This is an optimization exercise on Yosys and OpenROAD, whose aim is small area, a short achievable clock period and few clock cycles, not a production implementation.
Only simulation tests tie the RTL to the original design; equivalence was not proved.

==> flow/design.v (outline; a module is shown in full before it is edited, if it fits) <==
// module zeta_rom: 139 lines
// module butterfly_unit: 824 lines
// module ntt_top: 227 lines
module ntt_top (
    input  logic        clk,
    input  logic        rst,
    input  logic        i_start,
    input  logic        i_mode,
    output logic        o_done,
    output logic        o_bram_a_we,
    output logic [7:0]  o_bram_a_addr,
    output logic [15:0] o_bram_a_wdata,
    output logic        o_bram_b_we,
    output logic [7:0]  o_bram_b_addr,
    output logic [15:0] o_bram_b_wdata,
    input  logic [15:0] i_bram_dout_a,
    input  logic [15:0] i_bram_dout_b
);
  // ...
==> flow/flow/run.sh <==
#!/bin/bash
# The standard layout, with the port buffers made of sky130_fd_sc_hd__buf_2
# cells instead of the resizer's default choice. Every port is still buffered.
set -euo pipefail
export BUFFER_PORTS_ARGS="-buffer_cell sky130_fd_sc_hd__buf_2"
bash standard.sh > standard.log 2>&1
==> flow/standard.sh <==
#!/bin/bash
# synth_recipe.tcl (not shown) runs the flow's synth.tcl, then flattens the netlist and writes it again
# the make line also repeats each setting of config.mk as NAME=value (left out here)
make -C /OpenROAD-flow-scripts/flow DESIGN_CONFIG=/design/flow/config.mk WORK_HOME=/design/flow/orfs CLKGATE_MAP_FILE= SYNTH_SCRIPT=/design/flow/synth_recipe.tcl "${@:-finish}"
==> flow/config.mk <==
export PLATFORM = sky130hd
export DESIGN_NAME = ntt_top
export DESIGN_NICKNAME = ntt_top
export VERILOG_FILES = /design/flow/design.v
export SDC_FILE = /design/flow/constraint.sdc
export NUM_CORES = 4
export LEC_CHECK = 0
export CAP_MARGIN = 20
export CORE_MARGIN = 2
export CORE_UTILIZATION = 45
export PLACE_DENSITY = 0.55
export SLEW_MARGIN = 20
==> flow/constraint.sdc <==
create_clock -name core_clock -period 13.5 [get_ports {clk}]
set_input_delay 2.7000 -clock core_clock [delete_from_list [all_inputs] [get_ports {clk}]]
set_output_delay 2.7000 -clock core_clock [all_outputs]
set_load 0.01 [all_outputs]
==> notes.md, run 1 <==
Final layout:
- The number of fillers in the final layout is 4,544.
- The cell kind with the greatest summed area is multi-input combinational cells.
- Leaving out the clock tree, the finished layout contains a buffer count of between 80 and 90.
- Of the cells placed in the final design, the portion with a size suffix greater than 1 is 8.35%.
- The largest registers in the layout are u_bf.t13: 17 flops, u_bf.ch2: 16 flops, u_bf.sh2: 16 flops.
- Leaving out fill and tap cells, the most frequent cells in the layout are sky130_fd_sc_hd__inv_1 (307), sky130_fd_sc_hd__dfxtp_1 (269), sky130_fd_sc_hd__nand2_1 (229).
- The sequential cells in the finished layout cover a total of 6680 um^2.

Routing:
- The iteration-0 DRC count of the detailed router is roughly 1.5k.
- The detailed router used layers up to and including met4.
- The total routed wirelength is 54.2 mm.

Min path:
- The worst hold path passes through 0 cells.
- The destination of the worst hold path is u_bf.w3[2].

Logic synthesis:
- During synthesis, Yosys emitted a total of 3 warnings.
- The combined area of all synthesized cells is roughly 22,000 um^2.
- In the synthesized netlist, the number of instances is 2,464.
- The largest total area in the synthesized netlist belongs to sky130_fd_sc_hd__dfxtp_1.

Timing:
- The number of hold-slack violations in the final timing report was 0.
- The pin slew with the least headroom to its limit is slightly below 0.9 ns.
- The total of endpoints with negative setup slack in the final report is 0.

Global route:
- In the global route stage, met1 resource usage came out at 29.2%.
- The via count of the first global-routing pass was 16.6k.
- Global routing used 21.9% of the available tracks across all layers.

Setup path:
- The most critical setup path has its startpoint at zi_q[1].
- The top fanout value on the critical path is 19.
- The slowest cell on the critical path is sky130_fd_sc_hd__dfxtp_1.
- The startpoint identified for the worst register-to-register timing path is zi_q[1].
- The worst setup path is captured at a register.
- At the worst endpoint, the arrival time is between 4 and 5 ns.

Status:
- The flow ran to the end and the layout has no timing, DRC or antenna violations.

Clock network:
- The total setup buffers inserted after CTS is 0.
- Buffers inserted during clock tree synthesis total 38.

Die:
- The effective utilization at floorplan is between 40% and 50%.
- The die is 224 um tall.
Testbench counts, summed over its fixed seeds: cycles 66,632.
==> module ntt_top, before the edit <==
module ntt_top (
    input  logic        clk,
    input  logic        rst,
    input  logic        i_start,
    input  logic        i_mode,
    output logic        o_done,
    output logic        o_bram_a_we,
    output logic [7:0]  o_bram_a_addr,
    output logic [15:0] o_bram_a_wdata,
    output logic        o_bram_b_we,
    output logic [7:0]  o_bram_b_addr,
    output logic [15:0] o_bram_b_wdata,
    input  logic [15:0] i_bram_dout_a,
    input  logic [15:0] i_bram_dout_b
);
    localparam int D        = 6;
    localparam int LAG_L2   = D + 5;        
    localparam int LAG_WR2  = 2 * D + 5;    
    localparam int LAG_WR1  = D + 3;        
    localparam int T_LAST   = 1022 + LAG_WR2;
    logic        busy;
    logic        mode_q;
    logic [10:0] c;        
    logic        done_q;
    function automatic logic [23:0] grp_addr(input logic inv, input logic [1:0] p,
                                             input logic [6:0] g);
        logic [7:0] base, fb, sb;
        base = '0; fb = '0; sb = '0;
        if (!inv) begin
            case (p)
                2'd0: begin base = {1'b0, g};               fb = 8'h80; sb = 8'h80; end
                2'd1: begin base = {g[5], 2'b00, g[4:0]};   fb = 8'h40; sb = 8'h20; end
                2'd2: begin base = {g[5:3], 2'b00, g[2:0]}; fb = 8'h10; sb = 8'h08; end
                default: begin base = {g[5:1], 2'b00, g[0]}; fb = 8'h04; sb = 8'h02; end
            endcase
        end else begin
            case (p)
                2'd0: begin base = {g[6:1], 1'b0, g[0]};    fb = 8'h02; sb = 8'h02; end
                2'd1: begin base = {g[5:2], 2'b00, g[1:0]}; fb = 8'h04; sb = 8'h08; end
                2'd2: begin base = {g[5:4], 2'b00, g[3:0]}; fb = 8'h10; sb = 8'h20; end
                default: begin base = {2'b00, g[5:0]};      fb = 8'h40; sb = 8'h80; end
            endcase
        end
        grp_addr = {base, fb, sb};
    endfunction
    logic        start;
    assign start = !busy && i_start;
    always_ff @(posedge clk or posedge rst) begin
        if (rst) begin
            busy   <= 1'b0;
            done_q <= 1'b0;
        end else begin
            done_q <= 1'b0;
            if (start) begin
                busy   <= 1'b1;
            end else if (busy && c == 11'(T_LAST + 1)) begin
                busy   <= 1'b0;
                done_q <= 1'b1;
            end
        end
    end
    always_ff @(posedge clk) begin
        if (start) begin
            mode_q <= i_mode;
            c      <= 11'd1;
        end else if (busy) begin
            c      <= c + 11'd1;
        end
    end
    assign o_done = done_q;
    logic [10:0] cn, uw1, uw2, acn;
    logic        wr1_n, wr2_n, rdn_n, rd_n;
    assign cn    = c + 11'd1;
    assign uw1   = cn - 11'(LAG_WR1);
    assign uw2   = cn - 11'(LAG_WR2);
    assign rdn_n = !cn[0];
    assign rd_n  = !c[0];
    assign wr1_n = cn[0] && (uw1[10:8] == 3'd0);
    assign wr2_n = cn[0] && (uw2[10:8] != 3'd0) && !uw2[10];
    assign acn   = rdn_n ? cn : (uw1[10:8] == 3'd0 ? uw1 : uw2);
    logic       pre_rd, pre_sw, pre_we;
    logic [8:0] pre_ac;
    always_ff @(posedge clk or posedge rst) begin
        if (rst) begin
            pre_we <= 1'b0;
        end else begin
            pre_we <= busy && (wr1_n || wr2_n);
        end
    end
    always_ff @(posedge clk) begin
        pre_rd <= rdn_n;
        pre_sw <= wr1_n;
        pre_ac <= acn[9:1];
    end
    logic [23:0] ga;
    logic [7:0]  base, fb, sb, hb, n_addr_a, n_addr_b;
    logic        sel;
    always_comb begin
        ga   = grp_addr(mode_q, pre_ac[8:7], (pre_ac[8:7] == 2'd0) ? pre_ac[6:0] : {1'b0, pre_ac[6:1]});
        base = ga[23:16];
        fb   = ga[15:8];
        sb   = ga[7:0];
        sel  = (pre_ac[8:7] != 2'd0) && pre_ac[0];
        hb   = sel ? (pre_rd ? sb : fb) : 8'h00;
        if (!busy) begin
            n_addr_a = 8'd0;
            n_addr_b = i_mode ? 8'd2 : 8'd128;
        end else begin
            n_addr_a = base | hb;
            n_addr_b = base | hb | (pre_rd ? fb : sb);
        end
    end
    logic       we_q;
    logic [7:0] addr_a_q, addr_b_q;
    always_ff @(posedge clk or posedge rst) begin
        if (rst) begin
            we_q <= 1'b0;
        end else begin
            we_q <= pre_we && busy;
        end
    end
    always_ff @(posedge clk) begin
        addr_a_q <= n_addr_a;
        addr_b_q <= n_addr_b;
    end
    logic [11:0] bf_r0, bf_r1;
    logic [11:0] h1_0, h1_1, h2;
    logic [11:0] op_u, op_v;
    logic [6:0]  zi_q;
    logic [11:0] zrom;
    logic [10:0] cs, cl2, zc, cs1;
    logic        sgl_op, l2b_op;
    assign cs     = c - 11'd3;
    assign cl2    = c - 11'(LAG_L2);
    assign sgl_op = (cs[10:8] == 3'd0);
    assign l2b_op = !sgl_op && cl2[1];
    assign zc     = rd_n ? (c - 11'd2) : (sgl_op ? cs : cl2);
    assign cs1    = c - 11'd2;      
    logic sgl_q, l2b_q, l1_q;
    logic cap_q, hp_q, hq_q;
    logic [10:0] uh;
    assign uh = c - 11'd8;
    always_ff @(posedge clk) begin
        begin
            l1_q  <= c[0];
            sgl_q <= busy && (cs1[10:8] == 3'd0);
            l2b_q <= busy && (cs1[10:8] != 3'd0) && cs1[1];
            cap_q <= busy && c[0] && (c < 11'd256);
            hp_q  <= busy && !c[0] && (uh[9:8] != 2'd0) && !uh[10] && !uh[1];
            hq_q  <= busy && !c[0] && (uh[9:8] != 2'd0) && !uh[10] && uh[1];
        end
    end
    always_ff @(posedge clk) begin
        if (l1_q) begin
            op_u <= i_bram_dout_a[11:0];
            op_v <= i_bram_dout_b[11:0];
        end else begin
            op_u <= l2b_q ? h1_1 : h1_0;
            op_v <= (sgl_q || l2b_q) ? h2 : bf_r0;
        end
    end
    always_ff @(posedge clk) begin
        if (cap_q) begin
            h1_0 <= i_bram_dout_a[11:0];
        end else if (hp_q) begin
            h1_0 <= bf_r0;
        end
        if (hp_q) begin
            h1_1 <= bf_r1;
        end
        if (cap_q) begin
            h2 <= i_bram_dout_b[11:0];
        end else if (hq_q) begin
            h2 <= bf_r1;
        end
    end
    logic [6:0]  zi_n;
    logic [5:0]  gg;
    logic        qb;
    always_comb begin
        gg = zc[7:2];
        qb = zc[1];
        if (rd_n || sgl_op) begin
            case ({mode_q, zc[9:8]})
                3'b000: zi_n = 7'd1;
                3'b001: zi_n = {5'b00001, gg[5]};
                3'b010: zi_n = {3'b001, gg[5:3]};
                3'b011: zi_n = {1'b1, gg[5:1]};
                3'b100: zi_n = {1'b1, ~gg[5:0]};
                3'b101: zi_n = {2'b01, ~gg[5:2], ~qb};
                3'b110: zi_n = {4'b0001, ~gg[5:4], ~qb};
                default: zi_n = {5'b00001, ~qb};
            endcase
        end else begin
            case ({mode_q, zc[9:8]})
                3'b001: zi_n = {4'b0001, gg[5], qb};
                3'b010: zi_n = {2'b01, gg[5:3], qb};
                3'b011: zi_n = {gg[5:1], qb} | 7'h40;
                3'b101: zi_n = {3'b001, ~gg[5:2]};
                3'b110: zi_n = {5'b00001, ~gg[5:4]};
                default: zi_n = 7'd1;
            endcase
        end
    end
    always_ff @(posedge clk) begin
        zi_q <= zi_n;
    end
    zeta_rom u_rom (
        .i_k (zi_q),
        .o_z (zrom)
    );
    butterfly_unit u_bf (
        .clk   (clk),
        .i_inv (mode_q),
        .i_u   (op_u),
        .i_v   (op_v),
        .i_z   (zrom),
        .o_r0  (bf_r0),
        .o_r1  (bf_r1)
    );
    assign o_bram_a_we    = we_q;
    assign o_bram_b_we    = we_q;
    assign o_bram_a_addr  = addr_a_q;
    assign o_bram_b_addr  = addr_b_q;
    assign o_bram_a_wdata = {4'b0000, bf_r0};
    assign o_bram_b_wdata = {4'b0000, bf_r1};
endmodule
==> run 2, diff against run 1 <==
--- a/flow/design.v
+++ b/flow/design.v
@@ -1098,13 +1098,15 @@
     logic [6:0]  zi_q;
     logic [11:0] zrom;
-    logic [10:0] cs, cl2, zc, cs1;
-    logic        sgl_op, l2b_op;
-    assign cs     = c - 11'd3;
-    assign cl2    = c - 11'(LAG_L2);
-    assign sgl_op = (cs[10:8] == 3'd0);
-    assign l2b_op = !sgl_op && cl2[1];
-    assign zc     = rd_n ? (c - 11'd2) : (sgl_op ? cs : cl2);
+    logic [10:0] cs1;
+    logic        sgl_q, l2b_q, l1_q;
     assign cs1    = c - 11'd2;      
-    logic sgl_q, l2b_q, l1_q;
+    logic [8:0]  zc9_n, zc9_q;
+    logic [8:0]  zc9_m1, zc9_m5;
+    assign zc9_m1 = c[9:1] - 9'd1;
+    assign zc9_m5 = c[9:1] - 9'((LAG_L2 - 1) / 2);
+    assign zc9_n  = c[0] ? c[9:1] : ((cs1[10:8] == 3'd0) ? zc9_m1 : zc9_m5);
+    always_ff @(posedge clk) begin
+        zc9_q <= zc9_n;
+    end
     logic cap_q, hp_q, hq_q;
     logic [10:0] uh;
@@ -1148,8 +1150,8 @@
     logic        qb;
     always_comb begin
-        gg = zc[7:2];
-        qb = zc[1];
-        if (rd_n || sgl_op) begin
-            case ({mode_q, zc[9:8]})
+        gg = zc9_q[6:1];
+        qb = zc9_q[0];
+        if (l1_q || sgl_q) begin
+            case ({mode_q, zc9_q[8:7]})
                 3'b000: zi_n = 7'd1;
                 3'b001: zi_n = {5'b00001, gg[5]};
@@ -1162,5 +1164,5 @@
             endcase
         end else begin
-            case ({mode_q, zc[9:8]})
+            case ({mode_q, zc9_q[8:7]})
                 3'b001: zi_n = {4'b0001, gg[5], qb};
                 3'b010: zi_n = {2'b01, gg[5:3], qb};
==> run 2 against run 1 <==
First-iteration DRC count fell by 28%. Hold slack improved by 0.0090 ns. Register-to-register slack got worse by 0.12 ns. Via count rose by 0.11%. Count of clock-buffer cells in the layout rose by 1. Core utilization fell by 0.73 points. Sequential share of layout area rose by 0.72 points. Global-route usage barely moved. Still clean. Sequential cell count rose by 9. Clock skew fell by 0.0014 ns.
==> notes.md, run 2 <==
Final layout:
- The sequential cell area is 6870 um^2 (+2.8%).
- The area growth from synthesis to final layout is 8.83%.
- The share of post-route cells with drive strength above 1 is 8.37% (+0.020 points).
- Leaving out fill and tap cells, the most frequent cells in the layout are sky130_fd_sc_hd__inv_1 (306), sky130_fd_sc_hd__dfxtp_1 (277), sky130_fd_sc_hd__nand2_1 (249).
- The multi-input logic area is 13,400 um^2.
- At the end of the flow the core is filled with cells to 49.2%.
- The largest registers in the layout are u_bf.t13: 17 flops, u_bf.ch2: 16 flops, u_bf.sh2: 16 flops.
- The most frequent standard cell in the layout excluding fill and tap cells is sky130_fd_sc_hd__inv_1.
- The flip-flop count of the largest register after layout is 17.
- The number of antenna diodes is 0.
- The number of nets in the finished design is between 2k and 3k.
- The final cell count without fillers is between 3k and 4k.
- The register with the highest flop count is u_bf.t13.
- The number of fillers in the final layout was 4,679 (+3.0%).

Global route:
- The total overflow left after global routing is 0.
- The maximum number of pins on one net before global-route repair is 71.
- The first global-routing pass estimated 88.1 mm of wire.
- The via count of the first global-routing pass was 16.7k (+0.43%).
- The initial antenna violation count is 0.
- The combined global-route utilization of all metal layers came to 21.9% (-0.038 points).

Routing:
- The number of design rule violations left after detail routing is 0.
- Using the TritonRoute via totals, the vias-per-cell ratio works out to 5.37.
- The routed wire length per instance is approximately 18 um.
- The final antenna-violating net count is 0.
- The iteration-0 DRC count of the detailed router came to 1,098 (-28%).
- Before antenna repair, the detailed router went through 5 iterations.
- The final route contains 16.7k vias.
- The total routed wirelength was 54.4 mm (+0.35%).

Setup path:
- Tracing the worst setup path back leads to its startpoint at u_bf.plo2[2].
- The slowest stage of the critical path is the sky130_fd_sc_hd__fa_1 cell.
- The top fanout value on the critical path came to 5 (-14).
- For the worst setup path, the data required time is 13.90 ns.
- The critical path startpoint category is a register.
- The critical path goes through inv_1 > fa_1 > fa_1 > inv_1 > fa_1 > inv_1 > ha_1 > o21a_1 > o21ai_0 > a31oi_1 > o311a_1 > a221oi_1 > mux2i_1 > o2111ai_1.
- The beginning of the worst register-to-register path is u_bf.plo2[2].
- On the worst path, the slowest cell contributes a delay of about 0.54 ns.
- The critical path arrival is 4.63 ns (+0.12 ns).
- The worst setup path is captured at a register.
- By startpoint and endpoint, the worst setup path is classified as reg2reg.

Logic synthesis:
- The post-synthesis sequential element count is 323.
- The number of instances in the synthesized netlist was 2,464 (unchanged).
- The synthesized design devotes to its leading area cell type 25.6% of total area.
- The netlist uses 76 different library cells.
- Ranked by instance count, the synthesized netlist is headed by sky130_fd_sc_hd__inv_1 (306), sky130_fd_sc_hd__dfxtp_1 (282), sky130_fd_sc_hd__nand2_1 (249), sky130_fd_sc_hd__nor2_1 (168), sky130_fd_sc_hd__ha_1 (158).
- The count of flip-flops with a built-in enable after synthesis is 37.
- The count of yosys warnings during synthesis is 3 (unchanged).
- The synthesized area divided by synthesized cell count is approximately 8.9 um^2.
- The leading register cell type out of synthesis is sky130_fd_sc_hd__dfxtp_1.
- After synthesis, the cell types taking the most area are sky130_fd_sc_hd__dfxtp_1 (26%), sky130_fd_sc_hd__fa_1 (14%), sky130_fd_sc_hd__ha_1 (9.0%).
- The part of the Yosys area used for sequential elements is 31.1%.
- The combined area of all synthesized cells is 22,000 um^2 (+0.62%).
- sky130_fd_sc_hd__dfxtp_1 takes more of the synthesized area than any other cell.
- Of all flip-flops after synthesis, the portion carrying an async set or reset was 1.24%.
- The most common cell in the synthesized netlist is sky130_fd_sc_hd__inv_1.

Clock network:
- The clock-pin slew reported for the worst setup and hold paths after clock tree synthesis is 0.06 ns.
- The maximum root-to-sink buffer count is 3.
- The TritonCTS clock tree is built.
- The total CTS buffers came to 38 (unchanged).
- The clock network latency to the later pin of the worst-skew pair is approximately 0.56 ns.
- Once the clock tree was built, the resizer swapped 0 gates to a different size.
- The total setup buffers inserted after CTS is 0 (unchanged).
- The H-tree depth is 2.
- The clock root buffer is sky130_fd_sc_hd__clkbuf_16.
- For this design, the CTS-stage hold fixing added 0 buffers.
- The TritonCTS sink count is about 320.

Die:
- The effective utilization at floorplan was 45.2% (-0.47 points).
- The number of placement rows is 81.
- The core footprint is 48,600 um^2.
- The die outline area is 50,700 um^2.
- The die height is 225 um (+0.31%).
- In this run the count of I/O pins placed on the die edge is 87.
- The floorplan step set the die width to 225 um.

Timing:
- The time the worst path needs with I/O delays and setup is 4.22 ns.
- Final hold analysis gives a worst-case slack of 0.322 ns.
- The final cycle utilization of the critical path is between 30% and 40%.
- The pin slew with the least headroom to its limit is 1.01 ns (+0.131 ns).
- The max-slew violation count is 0.
- The total of endpoints with negative setup slack in the final report is 0 (unchanged).
- The number of hold-slack violations in the final timing report is 0 (unchanged).
- Setup repair after global routing left no endpoint under its margin.
- The clock skew after layout is 0.0208 ns.
- The final setup TNS is 0 ns.
- The headroom to the max-slew limit is 32.4%.
- Derived from the worst setup path, the maximum achievable clock frequency is 237 MHz.

Place:
- The HPWL reported at the end of detailed placement is 39.9 mm.
- The number of cells in the design after placement is ~3.0k.
- The number of buffers added on ports is 70.
- The global placer's final weighted congestion is 0.910.

Min path:
- The min-delay analysis places its worst path in the category reg2reg.
- In this run the most critical hold path is launched from u_bf.w2[5].

Job:
- The max-cap violation count is 0.

Status:
- The flow ran to the end and the layout has no timing, DRC or antenna violations.
-- run 2: final cells by class --
cell class / count / share of cell area (%)
inverter: 311 / 4.87
timing repair buffer: 83 / 1.87
clock inverter: 17 / 0.867
tap: 622 / 3.25
multi-input combinational: 1699 / 56.1
sequential: 323 / 28.7
clock buffer: 52 / 4.36
-- run 2: cell families after synthesis --
group	count (synthesis)	share of synthesized area (%)
adders and majority gates	315	23.3
other	1	0.0170
DFF	323	31.1
AOI/OAI and AO/OA	464	13.2
buffers and inverters	449	7.89
muxes	84	4.85
xor gates and xnor gates	91	3.65
and+or+nand+nor	737	16.0
-- run 2: per-layer routing --
| layer | vias up | GRT usage (%) | part of all wire (%) |
|---|---|---|---|
| li1 | 8160 | - | - |
| met5 | - | 0 | 0 |
| met4 | 0 | 7.33 | 2.5 |
| met1 | 8033 | 29.4 | 46 |
| met3 | 84 | 2.65 | 4.3 |
| met2 | 406 | 36.6 | 48 |
-- run 2: final timing paths --
path / slack, ns / cells after the start / endpoint
max: 9.28 / 14 / u_bf.t13[13]
min: 0.32 / 0 / u_bf.w3[5]
max reg2reg: 9.28 / 14 / u_bf.t13[13]
min reg2reg: 0.32 / 0 / u_bf.w3[5]
max in group asynchronous: 11.33 / 2 / done_q
min in group asynchronous: 2.02 / 2 / we_q
-- run 2: through the flow --
stage,cell area [um^2],setup WS (ns)
6_report,24000,9.28
2_1_floorplan,22000,9.61
5_1_grt,24000,8.99
4_1_cts,24000,9.25
3_3_place_gp,22700,9.33
3_5_place_dp,22700,9.27
-- run 2: worst max-delay path: cells and delay by family (launching register included) --
| family | cells | cell delay [ns] |
|---|---|---|
| fa+ha+maj | 4 | 1.80 |
| compound gates | 6 | 1.48 |
| flops | 1 | 0.39 |
| mux | 1 | 0.25 |
| buf+inv | 3 | 0.16 |
Testbench counts of run 2, summed over its fixed seeds: cycles 66,632.
==> run 3, diff against run 2 <==
--- a/flow/config.mk
+++ b/flow/config.mk
@@ -6,4 +6,5 @@
 export NUM_CORES = 4
 export LEC_CHECK = 0
+export ABC_AREA = 1
 export CAP_MARGIN = 20
 export CORE_MARGIN = 2
==> run 3 against run 2 <==
Sequential share of layout area rose by 0.20 points. Cell count increased by 10%. Global-route usage up 1.8 points. Fmax up 6.6%. Clock skew fell by 0.0018 ns. Critical path type is now reg2out. Critical endpoint is now o_bram_a_wdata[1]. Largest cell class unchanged.
==> notes.md, run 3 <==
Timing:
- The pin slew with the least headroom to its limit is 1.05 ns (+0.0383 ns).
- The number of hold-slack violations in the final timing report is 0 (unchanged).
- The max-slew violation count came to 0 (unchanged).
- The final cycle utilization of the critical path is 29.3% (-1.9 points).
- The final setup TNS is 0 ns (unchanged).
- The time the worst path needs with I/O delays and setup is 3.96 ns (-0.262 ns).
- Setup repair after global routing left no endpoint under its margin.
- The headroom to the max-slew limit is 29.8% (-2.6 points).
- The clock skew after layout was 0.0189 ns (-0.00183 ns).
- The total of endpoints with negative setup slack in the final report came to 0 (unchanged).
- The highest clock frequency the design can meet is 253 MHz (+6.6%).

Logic synthesis:
- The portion of netlist area occupied by mux cells is 0.260% (-4.6 points).
- The number of instances in the synthesized netlist is 2,756 (+12%).
- The number of unique standard cell types used by synthesis came to 56 (-26%).
- The cell accounting for the most synthesized area is sky130_fd_sc_hd__dfxtp_1.
- The count of flip-flops with a built-in enable after synthesis came to 37 (unchanged).
- The post-synthesis compound-gate area fraction was 11.7% (-1.5 points).
- The leading register cell type out of synthesis is sky130_fd_sc_hd__dfxtp_1.
- The combined area of all synthesized cells is 21,700 um^2 (-1.5%).
- The synthesized area divided by synthesized cell count is 7.87 um^2 (-12%).
- Sorting the synthesized cells by area gives the leading types as sky130_fd_sc_hd__dfxtp_1 (26%), sky130_fd_sc_hd__fa_1 (14%), sky130_fd_sc_hd__nand2_1 (10%).
- The dominant combinational cell family by area after synthesis is adder cells.
- By count the netlist is led by sky130_fd_sc_hd__nand2_1 (575), sky130_fd_sc_hd__inv_1 (557), sky130_fd_sc_hd__dfxtp_1 (282), sky130_fd_sc_hd__nor2_1 (181), sky130_fd_sc_hd__ha_1 (158).
- The synthesized-area fraction occupied by xor and xnor cells is 3.68% (+0.020 points).
- The fraction of the mapped netlist area in simple logic gates was 17.4% (+1.4 points).
- The fraction of post-synthesis cell area in the top cell type by area came to 26.0% (+0.39 points).
- The post-synthesis sequential element count is 323 (unchanged).
- The count of yosys warnings during synthesis is 3 (unchanged).
- The cell with the most instances after synthesis is sky130_fd_sc_hd__nand2_1.
- The part of the Yosys area used for sequential elements was 31.6% (+0.47 points).
- The post-synthesis async set-or-reset flop share is 1.24% (unchanged).
- The fraction of the mapped netlist area in adder cells is 23.6% (+0.35 points).

Final layout:
- The share of post-route cells with drive strength above 1 came to 6.16% (-2.2 points).
- The number of nets in the finished design is 3,132 (+12%).
- In the layout the commonest cells are sky130_fd_sc_hd__nand2_1 (575), sky130_fd_sc_hd__inv_1 (557), sky130_fd_sc_hd__dfxtp_1 (280).
- The largest registers in the layout are u_bf.t13: 17 flops, u_bf.ch2: 16 flops, u_bf.sh2: 16 flops.
- The flip-flop count of the largest register after layout is 17 (unchanged).
- The area growth from synthesis to final layout is 9.58%.
- The register with the highest flop count is u_bf.t13.
- The core occupancy in the finished layout is 49.9% (+0.63 points).
- The number of antenna diodes is 0 (unchanged).
- The number of fillers in the final layout is 4,681 (+0.043%).
- The library cell used most frequently in the layout, excluding fill and tap cells, is sky130_fd_sc_hd__nand2_1.
- The area of all placed cells without fillers is 23,800 um^2 (-0.80%).

Min path:
- The worst hold path belongs to the class reg2reg.
- The launch point of the worst hold path is u_bf.w3[9].

Clock network:
- TritonCTS built the clock tree.
- The number of cells upsized or downsized after cts is 0 (unchanged).
- The clock network latency to the later pin of the worst-skew pair is 0.55 ns (about the same).
- The maximum root-to-sink buffer count was 3 (unchanged).
- The TritonCTS sink count is 323 (unchanged).
- The clock-pin slew reported for the worst setup and hold paths after clock tree synthesis came to 0.06 ns (about the same).
- The H-tree depth is 2 (unchanged).
- The hold buffer count at CTS is 0 (unchanged).
- The tree is rooted in a sky130_fd_sc_hd__clkbuf_16.
- The total CTS buffers came to 38 (unchanged).
- The total setup buffers inserted after CTS is 0 (unchanged).

Setup path:
- The number of buffer and inverter instances along the worst setup path is 1 (-2).
- The beginning of the worst register-to-register path is u_bf.plo2[2].
- Among all stages on the critical path, the largest delay is contributed by sky130_fd_sc_hd__dfxtp_1.
- The setup path with the least slack is of type reg2out.
- Traced cell by cell, the critical path runs through buf_2.
- The kind of end point of the critical path is an output pin.
- The critical path data required time is 10.80 ns (-3.10 ns).
- The worst setup path is launched from a register.
- The largest stage delay on the critical path is 0.51 ns (-0.03 ns).
- The critical path arrival was 1.26 ns (-3.37 ns).
- The most critical setup path has its startpoint at u_bf.o_r0[1].
- On the critical path the largest part of the delay comes from flip-flops.
- The top fanout value on the critical path is 3 (-2).

Global route:
- The combined global-route utilization of all metal layers was 23.7% (+1.8 points).
- The via count of the first global-routing pass came to 17.7k (+6.3%).
- The initial antenna violation count is 0 (unchanged).
- The first-pass GRT wire length was 94.1 mm (+6.8%).
- The final global-route overflow total is 0 (unchanged).
- The maximum number of pins on one net before global-route repair is 52 (-27%).

Die:
- The die outline area is 50,000 um^2 (-1.5%).
- The die boundary width is 224 um (-0.73%).
- The number of placement rows is 80 (-1.2%).
- The number of ports placed on the die boundary is 87 (unchanged).
- The die height came to 224 um (-0.73%).
- The effective utilization at floorplan is 45.5% (+0.27 points).
- The core footprint is 47,600 um^2 (-2.1%).

Routing:
- The routed wire length per instance is 17.0 um (-2.9%).
- The via density per instance is 5.15 (-4.1%).
- The iteration-0 DRC count of the detailed router is 1,376 (+25%).
- The final antenna-violating net count is 0 (unchanged).
- The number of design rule violations left after detail routing is 0 (unchanged).
- The total via count in the routed design is 17.6k (+5.6%).
- The total routed wirelength is 58.2 mm (+6.9%).
- The number of iterations in the first detailed-routing pass is 6 (+1).

Place:
- The cell area after placement was 22,500 um^2 (-1.1%).
- The number of buffers added on ports came to 70 (unchanged).
- The global placer's final weighted congestion is 0.991 (+8.9%).
- The HPWL reported at the end of detailed placement is 44.1 mm (+11%).

Job:
- The max-cap violation count is 0 (unchanged).

Status:
- The run finished with no timing, DRC or antenna violations.
## run 3: cell count changes after synthesis, sizes merged, moves of 19 or more
cell / change
xnor2: -37
nor3: -28
nand2: +332
and2: -118
a21oi: +28
nor2: +19
clkbuf: -35
mux2i: -38
mux2: -26
nor2b: -33
inv: +254
xor2: +37
nand2b: -22
nand3: +69
## run 3: worst paths after layout
| kind | end | depth (start not counted) | slack, ns |
|---|---|---|---|
| setup / recovery | o_bram_a_wdata[1] | 1 | 9.54 |
| hold reg to reg | u_bf.w4[9] | 0 | 0.32 |
| max in group asynchronous | busy | 2 | 11.32 |
| min in group asynchronous | pre_we | 2 | 2.03 |
| hold / removal | u_bf.w4[9] | 0 | 0.32 |
| setup reg to reg | u_bf.t13[16] | 10 | 9.72 |
## run 3: cell families after synthesis
logic type,Yosys count
and+or+nand+nor,924
adders and majority gates,315
DFF,323
buffers and inverters,666
xor gates and xnor gates,91
other,1
muxes,5
AOI/OAI and AO/OA,431
## run 3: area by class of cell
| cell class | count | area [um^2] | share of cell area, % |
|---|---|---|---|
| repair buffers | 75 | 388 | 1.63 |
| clock buffers | 51 | 1070 | 4.50 |
| inverters | 569 | 2140 | 8.99 |
| well taps | 615 | 769 | 3.24 |
| multi-input cells | 1774 | 12300 | 51.8 |
| clock inverters | 15 | 236 | 0.995 |
| flip-flops and latches | 323 | 6860 | 28.9 |
## run 3: per-layer routing
metal / share of wire, % / global-route usage (%) / vias up
met2: 47 / 39.7 / 465
met4: 2.9 / 7.83 / 0
met3: 4.7 / 3.23 / 104
met5: 0 / 0 / -
met1: 45 / 31.6 / 8383
li1: - / - / 8668
## run 3: metrics by stage
stage	hold slack [ns]	setup WS, ns	std cells
floorplan	0.310	10.06	2763
global placement	0.311	9.70	3356
detailed placement	0.312	9.67	3356
CTS	0.324	9.54	3422
global route	0.327	9.50	3422
finish	0.321	9.54	3422
==> run 4, diff against run 3 <==
--- a/flow/config.mk
+++ b/flow/config.mk
@@ -9,5 +9,5 @@
 export CAP_MARGIN = 20
 export CORE_MARGIN = 2
-export CORE_UTILIZATION = 45
-export PLACE_DENSITY = 0.55
+export CORE_UTILIZATION = 60
+export PLACE_DENSITY = 0.7
 export SLEW_MARGIN = 20
==> run 4 against run 3 <==
Still clean on timing, DRC and antenna. First-iteration DRC count increased by 10%. Non-clock buffer count rose by 3. Wire length fell by 6.7%. Die area decreased by 25%. Synthesized area unchanged. Critical endpoint is now o_bram_a_wdata[10].
==> notes.md, run 4 <==
Global route:
- The via count of the first global-routing pass was 17.8k (+0.40%).
- The maximum number of pins on one net before global-route repair came to 52 (unchanged).
- The first-pass GRT wire length was 88.8 mm (-5.7%).
- The combined global-route utilization of all metal layers is 28.9% (+5.2 points).
- The initial antenna violation count is 1 (+1).
- The final global-route overflow total is 0 (unchanged).

Setup path:
- The largest stage delay on the critical path is 0.51 ns (about the same).
- The critical path startpoint category is a register.
- The critical path data required time is 10.80 ns (about the same).
- Traced cell by cell, the critical path runs through buf_2.
- Among all stages on the critical path, the largest delay is contributed by sky130_fd_sc_hd__dfxtp_1.
- The number of buffer and inverter instances along the worst setup path is 1 (unchanged).
- The worst setup path is captured at an output pin.
- The critical path class is reg2out.
- The top fanout value on the critical path is 3 (unchanged).
- The critical path arrival is 1.25 ns (about the same).
- Among cell families on the critical path, the largest total delay comes from flip-flops.

Place:
- The global placer's final weighted congestion came to 1.03 (+3.6%).
- The number of buffers added on ports is 70 (unchanged).
- The HPWL reported at the end of detailed placement came to 40.9 mm (-7.4%).
- The number of cells in the design after placement came to 3,203 (-4.6%).

Logic synthesis:
- The cell with the most instances after synthesis is sky130_fd_sc_hd__nand2_1.
- By count the netlist is led by sky130_fd_sc_hd__nand2_1 (575), sky130_fd_sc_hd__inv_1 (557), sky130_fd_sc_hd__dfxtp_1 (282), sky130_fd_sc_hd__nor2_1 (181), sky130_fd_sc_hd__ha_1 (158).
- The cell accounting for the most synthesized area is sky130_fd_sc_hd__dfxtp_1.
- The synthesized area divided by synthesized cell count was 7.87 um^2 (unchanged).
- By area the synthesized netlist is led by sky130_fd_sc_hd__dfxtp_1 (26%), sky130_fd_sc_hd__fa_1 (14%), sky130_fd_sc_hd__nand2_1 (10%).
- The post-synthesis sequential element count is 323 (unchanged).
- The count of flip-flops with a built-in enable after synthesis is 37 (unchanged).
- For this run, the leading register cell type out of synthesis is sky130_fd_sc_hd__dfxtp_1.
- The post-synthesis async set-or-reset flop share is 1.24% (unchanged).
- The number of unique standard cell types used by synthesis is 56 (unchanged).
- The number of instances in the synthesized netlist came to 2,756 (unchanged).
- The count of yosys warnings during synthesis is 3 (unchanged).
- The combined area of all synthesized cells was 21,700 um^2 (unchanged).
- The fraction of post-synthesis cell area in the top cell type by area is 26.0% (unchanged).
- The part of the Yosys area used for sequential elements is 31.6% (unchanged).

Routing:
- The number of design rule violations left after detail routing is 0 (unchanged).
- The via density per instance is 5.48 (+6.5%).
- The iteration-0 DRC count of the detailed router is 1,514 (+10%).
- The total via count in the routed design is 17.9k (+1.8%).
- The routed wire length per instance is 16.6 um (-2.4%).
- The total routed wirelength was 54.3 mm (-6.7%).
- The final antenna-violating net count came to 0 (unchanged).
- The number of iterations in the first detailed-routing pass is 6 (unchanged).

Clock network:
- The number of cells upsized or downsized after cts came to 0 (unchanged).
- The hold buffer count at CTS was 0 (unchanged).
- The maximum root-to-sink buffer count is 3 (unchanged).
- The H-tree depth is 2 (unchanged).
- The clock-pin slew reported for the worst setup and hold paths after clock tree synthesis is 0.06 ns (about the same).
- The TritonCTS clock tree is built.
- The total CTS buffers is 37 (-2.6%).
- The total setup buffers inserted after CTS came to 0 (unchanged).
- The TritonCTS sink count came to 323 (unchanged).
- The clock network latency to the later pin of the worst-skew pair is 0.53 ns (-0.02 ns).
- The clock root buffer is sky130_fd_sc_hd__clkbuf_16.

Timing:
- The max-slew violation count is 0 (unchanged).
- The number of hold-slack violations in the final timing report is 0 (unchanged).
- The final cycle utilization of the critical path was 29.3% (-0.074 points).
- The pin slew with the least headroom to its limit is 1.04 ns (-0.0122 ns).
- The clock skew after layout is 0.0172 ns (-0.00173 ns).
- The headroom to the max-slew limit is 30.3% (+0.46 points).
- The final setup TNS is 0 ns (unchanged).
- Setup repair after global routing left no endpoint under its margin.
- The time the worst path needs with I/O delays and setup was 3.95 ns (-0.00998 ns).
- The total of endpoints with negative setup slack in the final report is 0 (unchanged).
- The highest clock frequency the design can meet is 253 MHz (+0.25%).

Final layout:
- The most frequent standard cell in the layout excluding fill and tap cells is sky130_fd_sc_hd__nand2_1.
- The flip-flop count of the largest register after layout is 17 (unchanged).
- In the final layout, the registers with the most flip-flops are u_bf.t13: 17 flops, u_bf.ch2: 16 flops, u_bf.sh2: 16 flops.
- The final cell count without fillers came to 3,272 (-4.4%).
- The number of nets in the finished design is 3,134 (+0.064%).
- Compared with the post-synthesis result, the final layout area differs by 8.67%.
- The register with the highest flop count is u_bf.t13.
- In the layout the commonest cells are sky130_fd_sc_hd__nand2_1 (575), sky130_fd_sc_hd__inv_1 (557), sky130_fd_sc_hd__dfxtp_1 (282).
- The number of antenna diodes is 0 (unchanged).
- The share of post-route cells with drive strength above 1 was 6.26% (+0.098 points).

Die:
- The die outline area is 37,700 um^2 (-25%).
- The effective utilization at floorplan is 61.0% (+15 points).
- The die height came to 194 um (-13%).
- The core footprint is 35,600 um^2 (-25%).
- The die boundary width is 194 um (-13%).
- The number of ports placed on the die boundary is 87 (unchanged).
- The number of placement rows is 69 (-14%).

Job:
- The max-cap violation count is 0 (unchanged).

Min path:
- The class of the tightest hold or removal check is reg2reg.

Status:
- The run finished with no timing, DRC or antenna violations.
-- run 4: area by class of cell --
type,instances,area (um^2)
Sequential cell,323,6860
Clock buffer,47,1040
Multi-Input combinational cell,1774,12300
Fill cell,3071,12000
Clock inverter,20,228
Tap cell,461,577
Timing Repair Buffer,78,428
Inverter,569,2140
-- run 4: final timing paths --
check                                     end           from  slack [ns]  cells after the start
max                        o_bram_a_wdata[10]  u_bf.o_r0[10]        9.55                      1
min                                u_bf.w3[0]     u_bf.w2[0]        0.32                      0
max reg2reg                       u_bf.sh2[3]     u_bf.z1[3]        9.73                      9
min reg2reg                        u_bf.w3[0]     u_bf.w2[0]        0.32                      0
max in group asynchronous                we_q            rst       11.29                      2
min in group asynchronous              pre_we            rst        2.05                      2
-- run 4: layer usage --
layer / track usage, % / wire, um / vias to the layer above / share of wire (%)
li1: - / - / 8690 / -
met1: 38.0 / 23000 / 8397 / 42
met2: 48.1 / 25400 / 678 / 47
met3: 4.38 / 3630 / 172 / 6.7
met4: 11.6 / 2280 / 0 / 4.2
met5: 0 / 0 / - / 0
-- run 4: metrics by stage --
step	cell area, um^2	hold slack, ns	util (%)	setup slack [ns]
2_1_floorplan	21700	0.310	-	10.06
3_3_place_gp	22300	0.311	62.6	9.73
3_5_place_dp	22300	0.312	62.6	9.70
4_1_cts	23500	0.325	66.2	9.58
5_1_grt	23600	0.331	66.3	9.53
6_report	23600	0.323	66.3	9.55
-- run 4: kinds of logic after synthesis --
logic type                 synth area share [%]
xor gates and xnor gates                   3.68
DFF                                        31.6
and+or+nand+nor                            17.4
adders and majority gates                  23.6
muxes                                     0.260
other                                    0.0173
buffers and inverters                      11.8
AOI/OAI and AO/OA                          11.7
==> run 5, diff against run 4 <==
--- a/flow/design.v
+++ b/flow/design.v
@@ -1038,14 +1038,14 @@
     end
     assign o_done = done_q;
-    logic [10:0] cn, uw1, uw2, acn;
+    logic [8:0]  c9p1, c9m4, c9m8, acn;
     logic        wr1_n, wr2_n, rdn_n, rd_n;
-    assign cn    = c + 11'd1;
-    assign uw1   = cn - 11'(LAG_WR1);
-    assign uw2   = cn - 11'(LAG_WR2);
-    assign rdn_n = !cn[0];
+    assign rdn_n = c[0];
     assign rd_n  = !c[0];
-    assign wr1_n = cn[0] && (uw1[10:8] == 3'd0);
-    assign wr2_n = cn[0] && (uw2[10:8] != 3'd0) && !uw2[10];
-    assign acn   = rdn_n ? cn : (uw1[10:8] == 3'd0 ? uw1 : uw2);
+    assign wr1_n = !c[0] && (c >= 11'(LAG_WR1 - 1)) && (c < 11'(LAG_WR1 - 1 + 256));
+    assign wr2_n = !c[0] && (c >= 11'(LAG_WR2 - 1 + 256)) && (c < 11'(LAG_WR2 - 1 + 1024));
+    assign c9p1  = c[9:1] + 9'd1;
+    assign c9m4  = c[9:1] - 9'((LAG_WR1 - 1) / 2);
+    assign c9m8  = c[9:1] - 9'((LAG_WR2 - 1) / 2);
+    assign acn   = rdn_n ? c9p1 : (wr1_n ? c9m4 : c9m8);
     logic       pre_rd, pre_sw, pre_we;
     logic [8:0] pre_ac;
@@ -1060,5 +1060,5 @@
         pre_rd <= rdn_n;
         pre_sw <= wr1_n;
-        pre_ac <= acn[9:1];
+        pre_ac <= acn;
     end
     logic [23:0] ga;
@@ -1100,13 +1100,13 @@
     logic [10:0] cs1;
     logic        sgl_q, l2b_q, l1_q;
-    assign cs1    = c - 11'd2;      
-    logic [8:0]  zc9_n, zc9_q;
-    logic [8:0]  zc9_m1, zc9_m5;
-    assign zc9_m1 = c[9:1] - 9'd1;
-    assign zc9_m5 = c[9:1] - 9'((LAG_L2 - 1) / 2);
-    assign zc9_n  = c[0] ? c[9:1] : ((cs1[10:8] == 3'd0) ? zc9_m1 : zc9_m5);
-    always_ff @(posedge clk) begin
-        zc9_q <= zc9_n;
-    end
+    logic [8:0]  zc9;
+    logic        sgl_op, l2_op;
+    logic [8:0]  zc9a, zc9b;
+    assign sgl_op = sgl_q;                                
+    assign l2_op  = c[0] && !sgl_q;
+    assign zc9a   = c[9:1] - 9'd1;
+    assign zc9b   = c[9:1] - 9'((LAG_L2 - 1) / 2);
+    assign zc9    = l2_op ? zc9b : zc9a;
+    assign cs1    = c - 11'd2;                             
     logic cap_q, hp_q, hq_q;
     logic [10:0] uh;
@@ -1150,8 +1150,8 @@
     logic        qb;
     always_comb begin
-        gg = zc9_q[6:1];
-        qb = zc9_q[0];
-        if (l1_q || sgl_q) begin
-            case ({mode_q, zc9_q[8:7]})
+        gg = zc9[6:1];
+        qb = zc9[0];
+        if (rd_n || sgl_op) begin
+            case ({mode_q, zc9[8:7]})
                 3'b000: zi_n = 7'd1;
                 3'b001: zi_n = {5'b00001, gg[5]};
@@ -1164,5 +1164,5 @@
             endcase
         end else begin
-            case ({mode_q, zc9_q[8:7]})
+            case ({mode_q, zc9[8:7]})
                 3'b001: zi_n = {4'b0001, gg[5], qb};
                 3'b010: zi_n = {2'b01, gg[5:3], qb};
--- a/flow/config.mk
+++ b/flow/config.mk
@@ -6,8 +6,7 @@
 export NUM_CORES = 4
 export LEC_CHECK = 0
-export ABC_AREA = 1
 export CAP_MARGIN = 20
 export CORE_MARGIN = 2
-export CORE_UTILIZATION = 60
-export PLACE_DENSITY = 0.7
+export CORE_UTILIZATION = 45
+export PLACE_DENSITY = 0.55
 export SLEW_MARGIN = 20
==> run 5 against run 4 <==
Still clean. Hold slack about the same. Critical path depth grew 9. Register-to-register slack got worse by 0.88 ns. First-iteration DRC count fell by 14%. Synthesized area rose by 1.7%. Cell count shrank 6.3%. Setup slack lost 0.70 ns. Clock skew down 0.0062 ns. Via count shrank 7.3%. Critical endpoint is now zi_q[0]. Largest cell class unchanged.
==> notes.md, run 5 <==
Routing:
- The final antenna-violating net count is 0 (unchanged).
- The via density per instance is 5.42 (-1.1%).
- The total via count in the routed design is 16.6k (-7.3%).
- The routed wire length per instance is 17.9 um (+8.2%).
- The number of design rule violations left after detail routing is 0 (unchanged).
- The iteration-0 DRC count of the detailed router is 1,298 (-14%).
- The number of iterations in the first detailed-routing pass came to 5 (-1).
- The total routed wirelength is 55.0 mm (+1.4%).

Logic synthesis:
- The count of flip-flops with a built-in enable after synthesis is 37 (unchanged).
- The biggest area contributor in the post-synthesis netlist is sky130_fd_sc_hd__dfxtp_1.
- The fraction of post-synthesis cell area in the top cell type by area is 24.8% (-1.2 points).
- The synthesized area divided by synthesized cell count is 9.11 um^2 (+16%).
- The number of instances in the synthesized netlist is 2,421 (-12%).
- The combined area of all synthesized cells is 22,000 um^2 (+1.7%).
- The post-synthesis sequential element count is 314 (-2.8%).
- The part of the Yosys area used for sequential elements was 30.3% (-1.3 points).
- Among all flip-flop cells after synthesis, the most frequent one is sky130_fd_sc_hd__dfxtp_1.
- The number of unique standard cell types used by synthesis is 84 (+50%).
- By count the netlist is led by sky130_fd_sc_hd__inv_1 (296), sky130_fd_sc_hd__dfxtp_1 (273), sky130_fd_sc_hd__nand2_1 (203), sky130_fd_sc_hd__ha_1 (166), sky130_fd_sc_hd__fa_1 (157).
- The post-synthesis async set-or-reset flop share is 1.27% (+0.035 points).
- Yosys attributes the largest share of cell area to sky130_fd_sc_hd__dfxtp_1 (25%), sky130_fd_sc_hd__fa_1 (14%), sky130_fd_sc_hd__ha_1 (9.4%).
- The count of yosys warnings during synthesis is 3 (unchanged).
- sky130_fd_sc_hd__inv_1 is the most common cell in the netlist.

Global route:
- The met1 track demand over resource came to 29.1% (-8.9 points).
- The initial antenna violation count is 0 (-1).
- The met3 usage came to 3.43% (-0.95 points).
- The via count of the first global-routing pass is 16.4k (-7.9%).
- The first-pass GRT wire length is 88.1 mm (-0.73%).
- The global routing stage identified its most utilized layer as met2.
- The maximum number of pins on one net before global-route repair is 112 (+120%).
- The combined global-route utilization of all metal layers came to 21.8% (-7.1 points).
- The met2 capacity usage during global routing is 37.1% (-11 points).
- The final global-route overflow total is 0 (unchanged).

Setup path:
- The number of buffer and inverter instances along the worst setup path is 2 (+1).
- Traced cell by cell, the critical path runs through inv_1 > nor2_1 > inv_1 > ha_1 > o21a_1 > o31ai_1 > nand2_1 > nor2_1 > a211oi_1 > o311ai_1.
- The top fanout value on the critical path is 18 (+15).
- The worst setup path is captured at a register.
- The worst setup path is launched from a register.
- The minimum setup slack among reg-to-reg paths is 8.85 ns (-0.88 ns).
- On the critical path the largest part of the delay comes from simple AND/OR/NAND/NOR gates.
- The startpoint identified for the worst register-to-register timing path is c[0].
- The critical path data required time is 13.93 ns (+3.13 ns).
- The slowest stage of the critical path is the sky130_fd_sc_hd__nor2_1 cell.
- The critical path arrival is 5.08 ns (+3.83 ns).
- The largest stage delay on the critical path came to 0.72 ns (+0.21 ns).
- The critical path class is reg2reg.
- The count of cells along the worst register-to-register path is 10 (+1).
- The worst register-to-register path ends at zi_q[0].

Die:
- The die height is 225 um (+16%).
- The number of placement rows is 81 (+17%).
- The die outline area was 50,800 um^2 (+35%).
- The die boundary width is 225 um (+16%).
- The core footprint came to 48,600 um^2 (+37%).
- The effective utilization at floorplan was 45.3% (-16 points).
- The number of ports placed on the die boundary was 87 (unchanged).

Timing:
- Setup repair after global routing left no endpoint under its margin.
- The time the worst path needs with I/O delays and setup came to 4.65 ns (+0.703 ns).
- The number of hold-slack violations in the final timing report is 0 (unchanged).
- The worst setup slack after layout was 8.85 ns (-0.703 ns).
- The max-slew violation count is 0 (unchanged).
- The clock skew after layout is 0.0110 ns (-0.00617 ns).
- The headroom to the max-slew limit was 30.5% (+0.27 points).
- The highest clock frequency the design can meet was 215 MHz (-15%).
- The pin slew with the least headroom to its limit is 1.04 ns (+0.00244 ns).
- The total of endpoints with negative setup slack in the final report is 0 (unchanged).
- The final cycle utilization of the critical path is 34.5% (+5.2 points).
- The final setup TNS was 0 ns (unchanged).

Min path:
- The worst hold path begins at u_bf.w2[0].
- The destination of the worst hold path is u_bf.w3[0].
- The tightest min-delay check is of the reg2reg type.
- The hold-critical path depth is 0 (unchanged).

Place:
- The global placer's final weighted congestion is 0.912 (-11%).
- The cell area after placement was 22,700 um^2 (+2.1%).
- The worst slack after detailed placement is 8.98 ns (-0.713 ns).
- The HPWL reported at the end of detailed placement came to 40.2 mm (-1.7%).
- The number of buffers added on ports is 70 (unchanged).

Clock network:
- The maximum root-to-sink buffer count was 3 (unchanged).
- The clock-pin slew reported for the worst setup and hold paths after clock tree synthesis is 0.06 ns (about the same).
- The TritonCTS sink count is 314 (-2.8%).
- The total setup buffers inserted after CTS came to 0 (unchanged).
- The H-tree depth came to 2 (unchanged).
- The hold buffer count at CTS is 0 (unchanged).
- The clock network latency to the later pin of the worst-skew pair is 0.55 ns (+0.02 ns).
- TritonCTS built the clock tree.
- The total CTS buffers is 37 (unchanged).
- The number of cells upsized or downsized after cts is 0 (unchanged).
- The tree is rooted in a sky130_fd_sc_hd__clkbuf_16.

Final layout:
- The number of fillers in the final layout is 4,643 (+51%).
- The flip-flop count of the largest register after layout is 17 (unchanged).
- The number of nets in the finished design is 2,774 (-11%).
- The multi-input logic area was 13,700 um^2 (+12%).
- The register with the highest flop count is u_bf.t13.
- The library cell used most frequently in the layout, excluding fill and tap cells, is sky130_fd_sc_hd__inv_1.
- The area of all placed cells without fillers is 24,000 um^2 (+1.9%).
- The sequential cell area is 6680 um^2 (-2.5%).
- The number of antenna diodes came to 0 (unchanged).
- In the final layout, the registers with the most flip-flops are u_bf.t13: 17 flops, u_bf.ch2: 16 flops, u_bf.sh2: 16 flops.
- From synthesis to final layout, the design area changed by 8.90%.
- The share of post-route cells with drive strength above 1 was 9.00% (+2.7 points).
- In the layout the commonest cells are sky130_fd_sc_hd__inv_1 (296), sky130_fd_sc_hd__dfxtp_1 (269), sky130_fd_sc_hd__nand2_1 (203).

Status:
- The run finished with no timing, DRC or antenna violations.

Job:
- The max-cap violation count was 0 (unchanged).
run 5: changes by cell type in the layout (fill, tap and decap cells not counted), moves of 28 or more:
cell	change
sky130_fd_sc_hd__nand2_1	-372
sky130_fd_sc_hd__inv_1	-261
sky130_fd_sc_hd__and2_1	+127
sky130_fd_sc_hd__nand3_1	-70
sky130_fd_sc_hd__a21oi_1	-48
sky130_fd_sc_hd__xnor2_1	+48
sky130_fd_sc_hd__nor2_1	-47
sky130_fd_sc_hd__xor2_1	-40
sky130_fd_sc_hd__mux2i_1	+36
sky130_fd_sc_hd__nor3_1	+34
sky130_fd_sc_hd__nand2b_1	+32
sky130_fd_sc_hd__nor2b_1	+30
sky130_fd_sc_hd__mux2_2	+28
run 5: cell type report:
| type | count | share of cell area, % |
|---|---|---|
| Multi-Input combinational cell | 1683 | 57.2 |
| Tap cell | 622 | 3.24 |
| Clock buffer | 44 | 4.10 |
| Clock inverter | 24 | 1.18 |
| Inverter | 297 | 4.64 |
| Timing Repair Buffer | 82 | 1.83 |
| Sequential cell | 314 | 27.8 |
run 5: routing by layer:
| layer | wire length [um] | vias to the layer above | share of wire (%) |
|---|---|---|---|
| met5 | 0 | - | 0 |
| met4 | 915 | 0 | 1.7 |
| met3 | 2580 | 63 | 4.7 |
| met2 | 26300 | 404 | 48 |
| met1 | 25200 | 8028 | 46 |
| li1 | - | 8136 | - |
run 5: metrics by stage:
| step | util (%) | hold WS [ns] | instances |
|---|---|---|---|
| final | 49.4 | 0.323 | 3066 |
| after global placement | 46.7 | 0.311 | 2998 |
| after floorplan | - | 0.310 | 2428 |
| after detailed placement | 46.7 | 0.312 | 2998 |
| after global routing | 49.4 | 0.326 | 3066 |
| after CTS | 49.4 | 0.319 | 3066 |
run 5: cells by family (layout without fill, tap and decap cells):
| logic type | after synthesis | after routing | share of synthesized area, % |
|---|---|---|---|
| compound gates | 476 | 476 | 14.2 |
| flops | 314 | 314 | 30.3 |
| simple gates | 694 | 694 | 15.6 |
| other cells | 1 | 8 | 0.0170 |
| buf+inv | 431 | 447 | 7.58 |
| xor+xnor | 99 | 99 | 3.93 |
| mux | 82 | 82 | 4.65 |
| fa+ha+maj | 324 | 324 | 23.7 |
run 5: worst reg2reg max path, stage by stage, from the launching register on:
cell and delay [ns]:
sky130_fd_sc_hd__dfxtp_1 0.70, sky130_fd_sc_hd__inv_1 0.29, sky130_fd_sc_hd__nor2_1 0.73, sky130_fd_sc_hd__inv_1 0.35
sky130_fd_sc_hd__ha_1 0.45, sky130_fd_sc_hd__o21a_1 0.19, sky130_fd_sc_hd__o31ai_1 0.56, sky130_fd_sc_hd__nand2_1 0.41
sky130_fd_sc_hd__nor2_1 0.37, sky130_fd_sc_hd__a211oi_1 0.13, sky130_fd_sc_hd__o311ai_1 0.35
run 5: worst max-delay path by stage:
stage,start,to,slack (ns),depth (start not counted)
global placement,c[0],zi_q[1],9.11,10
global route,c[0],zi_q[0],8.42,10
detailed placement,c[0],zi_q[0],8.98,10
finish,c[0],zi_q[0],8.85,10
floorplan,u_bf.plo2[2],u_bf.t13[13],9.96,13
CTS,c[0],zi_q[0],8.94,10
Testbench counts of run 5, summed over its fixed seeds: cycles 66,632.
==> run 6, diff against run 5 <==
--- a/flow/config.mk
+++ b/flow/config.mk
@@ -9,4 +9,5 @@
 export CORE_MARGIN = 2
 export CORE_UTILIZATION = 45
+export CTS_BUF_LIST = sky130_fd_sc_hd__clkbuf_8
 export PLACE_DENSITY = 0.55
 export SLEW_MARGIN = 20
==> run 6 against run 5 <==
Global-route usage hardly changed. Fmax is 1.4% higher. Sequential share of layout area hardly changed. Highest routed layer unchanged. Wire length is 0.17% higher. Setup slack better by 0.066 ns. Count of clock-buffer cells in the layout is 18 higher. Via count is 0.41% higher. Clock skew is 0.047 ns higher.
==> notes.md, run 6 <==
Final layout:
- The largest registers in the layout are u_bf.t13: 17 flops, u_bf.ch2: 16 flops, u_bf.sh2: 16 flops.
- The number of nets in the finished design is 2,791 (+0.61%).
- The sequential cell area is 6680 um^2 (unchanged).
- The share of post-route cells with drive strength above 1 is 9.89% (+0.89 points).
- The top cell types in the final layout, fill and taps aside, are sky130_fd_sc_hd__inv_1 (309), sky130_fd_sc_hd__dfxtp_1 (269), sky130_fd_sc_hd__nand2_1 (203).
- The area growth from synthesis to final layout is 8.73%.
- The area of all placed cells without fillers is 24,000 um^2 (-0.16%).
- Ranked by flip-flop count, first place goes to u_bf.t13.
- Leaving out fill and tap cells, the most frequent cell in the layout is sky130_fd_sc_hd__inv_1.
- The multi-input logic area came to 13,700 um^2 (unchanged).
- The number of fillers in the final layout was 4,671 (+0.60%).
- The flip-flop count of the largest register after layout is 17 (unchanged).

Timing:
- The headroom to the max-slew limit is 30.3% (-0.20 points).
- The max-slew violation count is 0 (unchanged).
- The time the worst path needs with I/O delays and setup is 4.59 ns (-0.0656 ns).
- The final setup TNS was 0 ns (unchanged).
- The final cycle utilization of the critical path came to 34.0% (-0.49 points).
- The number of hold-slack violations in the final timing report is 0 (unchanged).
- The total of endpoints with negative setup slack in the final report is 0 (unchanged).
- The highest clock frequency the design can meet is 218 MHz (+1.4%).
- Setup repair after global routing left no endpoint under its margin.
- The worst hold margin came to 0.294 ns (-0.0288 ns).
- The clock skew after layout was 0.0577 ns (+0.0466 ns).
- The pin slew with the least headroom to its limit is 1.04 ns (+0.00302 ns).

Logic synthesis:
- The leading register cell type out of synthesis is sky130_fd_sc_hd__dfxtp_1.
- In the post-synthesis netlist, the biggest area contributors are sky130_fd_sc_hd__dfxtp_1 (25%), sky130_fd_sc_hd__fa_1 (14%), sky130_fd_sc_hd__ha_1 (9.4%).
- The synthesized area divided by synthesized cell count is 9.11 um^2 (unchanged).
- The commonest cells after synthesis are sky130_fd_sc_hd__inv_1 (296), sky130_fd_sc_hd__dfxtp_1 (273), sky130_fd_sc_hd__nand2_1 (203), sky130_fd_sc_hd__ha_1 (166), sky130_fd_sc_hd__fa_1 (157).
- The post-synthesis sequential element count is 314 (unchanged).
- The number of unique standard cell types used by synthesis was 84 (unchanged).
- The number of instances in the synthesized netlist is 2,421 (unchanged).
- The count of yosys warnings during synthesis is 3 (unchanged).
- The fraction of post-synthesis cell area in the top cell type by area was 24.8% (unchanged).
- sky130_fd_sc_hd__dfxtp_1 takes more of the synthesized area than any other cell.
- Among all cell types in the netlist, the one instantiated most often is sky130_fd_sc_hd__inv_1.
- The count of flip-flops with a built-in enable after synthesis is 37 (unchanged).
- The post-synthesis async set-or-reset flop share is 1.27% (unchanged).
- The combined area of all synthesized cells came to 22,000 um^2 (unchanged).
- The part of the Yosys area used for sequential elements is 30.3% (unchanged).

Global route:
- The initial antenna violation count is 0 (unchanged).
- The combined global-route utilization of all metal layers is 21.8% (+0.022 points).
- The maximum number of pins on one net before global-route repair came to 112 (unchanged).
- The final global-route overflow total came to 0 (unchanged).
- The first-pass GRT wire length is 88.2 mm (+0.14%).
- The via count of the first global-routing pass is 16.5k (+0.70%).

Clock network:
- TritonCTS built the clock tree.
- The root buffer cell chosen for the clock tree is sky130_fd_sc_hd__clkbuf_8.
- The maximum root-to-sink buffer count was 3 (unchanged).
- The TritonCTS sink count is 314 (unchanged).
- The clock-pin slew reported for the worst setup and hold paths after clock tree synthesis was 0.06 ns (about the same).
- The total setup buffers inserted after CTS is 0 (unchanged).
- The number of cells upsized or downsized after cts is 0 (unchanged).
- The H-tree depth came to 2 (unchanged).
- The clock network latency to the later pin of the worst-skew pair is 0.64 ns (+0.09 ns).
- The total CTS buffers is 54 (+46%).
- The hold buffer count at CTS is 0 (unchanged).

Routing:
- The routed wire length per instance is 17.8 um (-0.93%).
- The number of iterations in the first detailed-routing pass is 7 (+2).
- The total routed wirelength was 55.1 mm (+0.17%).
- The via density per instance is 5.39 (-0.69%).
- The number of design rule violations left after detail routing came to 0 (unchanged).
- The total via count in the routed design is 16.7k (+0.41%).
- The iteration-0 DRC count of the detailed router came to 1,280 (-1.4%).
- The final antenna-violating net count was 0 (unchanged).

Setup path:
- The beginning of the worst register-to-register path is c[0].
- The endpoint identified for the worst register-to-register timing path is zi_q[1].
- The critical path launch point is c[0].
- The slowest stage of the critical path belongs to the cell sky130_fd_sc_hd__nor2_1.
- The critical path class is reg2reg.
- The critical path data required time came to 13.97 ns (+0.04 ns).
- Grouping stages by cell kind, the critical path spends the most delay in simple AND/OR/NAND/NOR gates.
- The top fanout value on the critical path was 18 (unchanged).
- The signal on the critical path passes through inv_1 > nor2_1 > inv_1 > ha_1 > or2_2 > nor4_1 > nor2_1 > or4_4 > o2111ai_2 > o211ai_2.
- The largest stage delay on the critical path is 0.71 ns (about the same).
- The minimum setup slack among reg-to-reg paths is 8.91 ns (+0.07 ns).
- STA classifies the critical path startpoint as a register.
- The count of cells along the worst register-to-register path is 10 (unchanged).
- The number of buffer and inverter instances along the worst setup path is 2 (unchanged).
- The critical path arrival came to 5.06 ns (-0.02 ns).
- The kind of end point of the critical path is a register.

Status:
- The run finished with no timing, DRC or antenna violations.

Die:
- The die outline area was 50,800 um^2 (unchanged).
- The die boundary width is 225 um (unchanged).
- The number of ports placed on the die boundary is 87 (unchanged).
- The number of placement rows is 81 (unchanged).
- The die height is 225 um (unchanged).
- The effective utilization at floorplan is 45.3% (unchanged).
- The core footprint is 48,600 um^2 (unchanged).

Place:
- The number of buffers added on ports is 70 (unchanged).
- The HPWL reported at the end of detailed placement came to 40.2 mm (unchanged).
- The global placer's final weighted congestion was 0.912 (unchanged).
- The cell area after placement came to 22,700 um^2 (unchanged).

Min path:
- The path class of the tightest hold or removal check is reg2reg.
- The launch point of the worst hold path is u_bf.w1[12].
- The worst hold path terminates at u_bf.w2[12].
- The hold-critical path depth is 0 (unchanged).

Job:
- The max-cap violation count was 0 (unchanged).
run 6: changes by cell type in the layout (fill, tap and decap cells not counted), moves of 2 or more:
cell | before | now
sky130_fd_sc_hd__clkbuf_16 | 38 | 0
sky130_fd_sc_hd__clkbuf_8 | 1 | 62
sky130_fd_sc_hd__diode_2 | 0 | 2
sky130_fd_sc_hd__inv_1 | 296 | 309
sky130_fd_sc_hd__clkinv_2 | 7 | 9
sky130_fd_sc_hd__bufinv_16 | 5 | 7
sky130_fd_sc_hd__clkbuf_1 | 5 | 0
run 6: metrics by stage:
step	worst slack, ns	std cells	util, %
after floorplan	9.96	2428	-
after CTS	8.92	3098	49.3
after global placement	9.11	2998	46.7
after global routing	8.40	3098	49.3
final	8.91	3100	49.3
after detailed placement	8.98	2998	46.7
run 6: final cells by class:
type	count	area share, %
multi-input combinational	1683	57.3
sequential	314	27.9
inverter	297	4.65
clock buffer	62	3.56
tap	622	3.25
timing repair buffer	82	1.84
clock inverter	38	1.55
antenna	2	0.0209
run 6: worst register-to-register path, stage by stage (launching register included):
cell and delay [ns]:
sky130_fd_sc_hd__dfxtp_1 0.68, sky130_fd_sc_hd__inv_1 0.26, sky130_fd_sc_hd__nor2_1 0.71, sky130_fd_sc_hd__inv_1 0.35
sky130_fd_sc_hd__ha_1 0.38, sky130_fd_sc_hd__or2_2 0.34, sky130_fd_sc_hd__nor4_1 0.60, sky130_fd_sc_hd__nor2_1 0.32
sky130_fd_sc_hd__or4_4 0.58, sky130_fd_sc_hd__o2111ai_2 0.12, sky130_fd_sc_hd__o211ai_2 0.11
run 6: how the worst max path moves through the flow:
| stage | end | slack (ns) | cells after the start |
|---|---|---|---|
| 4_1_cts | zi_q[0] | 8.92 | 10 |
| 5_1_grt | zi_q[0] | 8.40 | 10 |
| 3_5_place_dp | zi_q[0] | 8.98 | 10 |
| 6_report | zi_q[1] | 8.91 | 10 |
| 2_1_floorplan | u_bf.t13[13] | 9.96 | 13 |
| 3_3_place_gp | zi_q[1] | 9.11 | 10 |
run 6: kinds of logic after synthesis:
| kind of cell | after synthesis | synth area share [%] |
|---|---|---|
| buf+inv | 431 | 7.58 |
| flops | 314 | 30.3 |
| mux | 82 | 4.65 |
| simple gates | 694 | 15.6 |
| other cells | 1 | 0.0170 |
| fa+ha+maj | 324 | 23.7 |
| xor+xnor | 99 | 3.93 |
| compound gates | 476 | 14.2 |
run 6: routing by layer:
metal  track usage, %  share of wire [%]  vias to the layer above
li1                 -                  -                     8182
met1             29.3                 46                     8074
met2             37.1                 48                      377
met3             2.92                4.1                       66
met4             5.70                1.8                        0
met5                0                  0                        -

-- static timing again, ports no longer ideal --
How much do the figures lean on ideal ports? The routed layouts below were timed once more, with nothing changed but the port constraints.
Step 1 sets driving cells, clkbuf_16 on the clock port and buf_2 on the other inputs (assumed; they add their load-dependent delay and slew).
Step 2 times the ports against the registers' clock, not the clock port: input delays grow and output delays shrink by t, the midpoint of the rising clock arrivals with the driver on.
Three values: ideal ports, drivers, drivers and shift; two values: the first two.
run | t, ns | setup slack, ns | pins driven straight from the clock port
run 1 | 0.591 | 9.395 / 9.395 / 9.395 | 1
run 2 | 0.605 | 9.278 / 9.278 / 9.278 | 1
run 3 | 0.601 | 9.540 / 9.483 / 9.718 | 1
run 4 | 0.583 | 9.550 / 9.495 / 9.728 | 1
run 5 | 0.600 | 8.846 / 8.846 / 8.846 | 1
run 6 | 0.664 | 8.912 / 8.912 / 8.912 | 1
After both steps setup and hold are still met in every run listed.
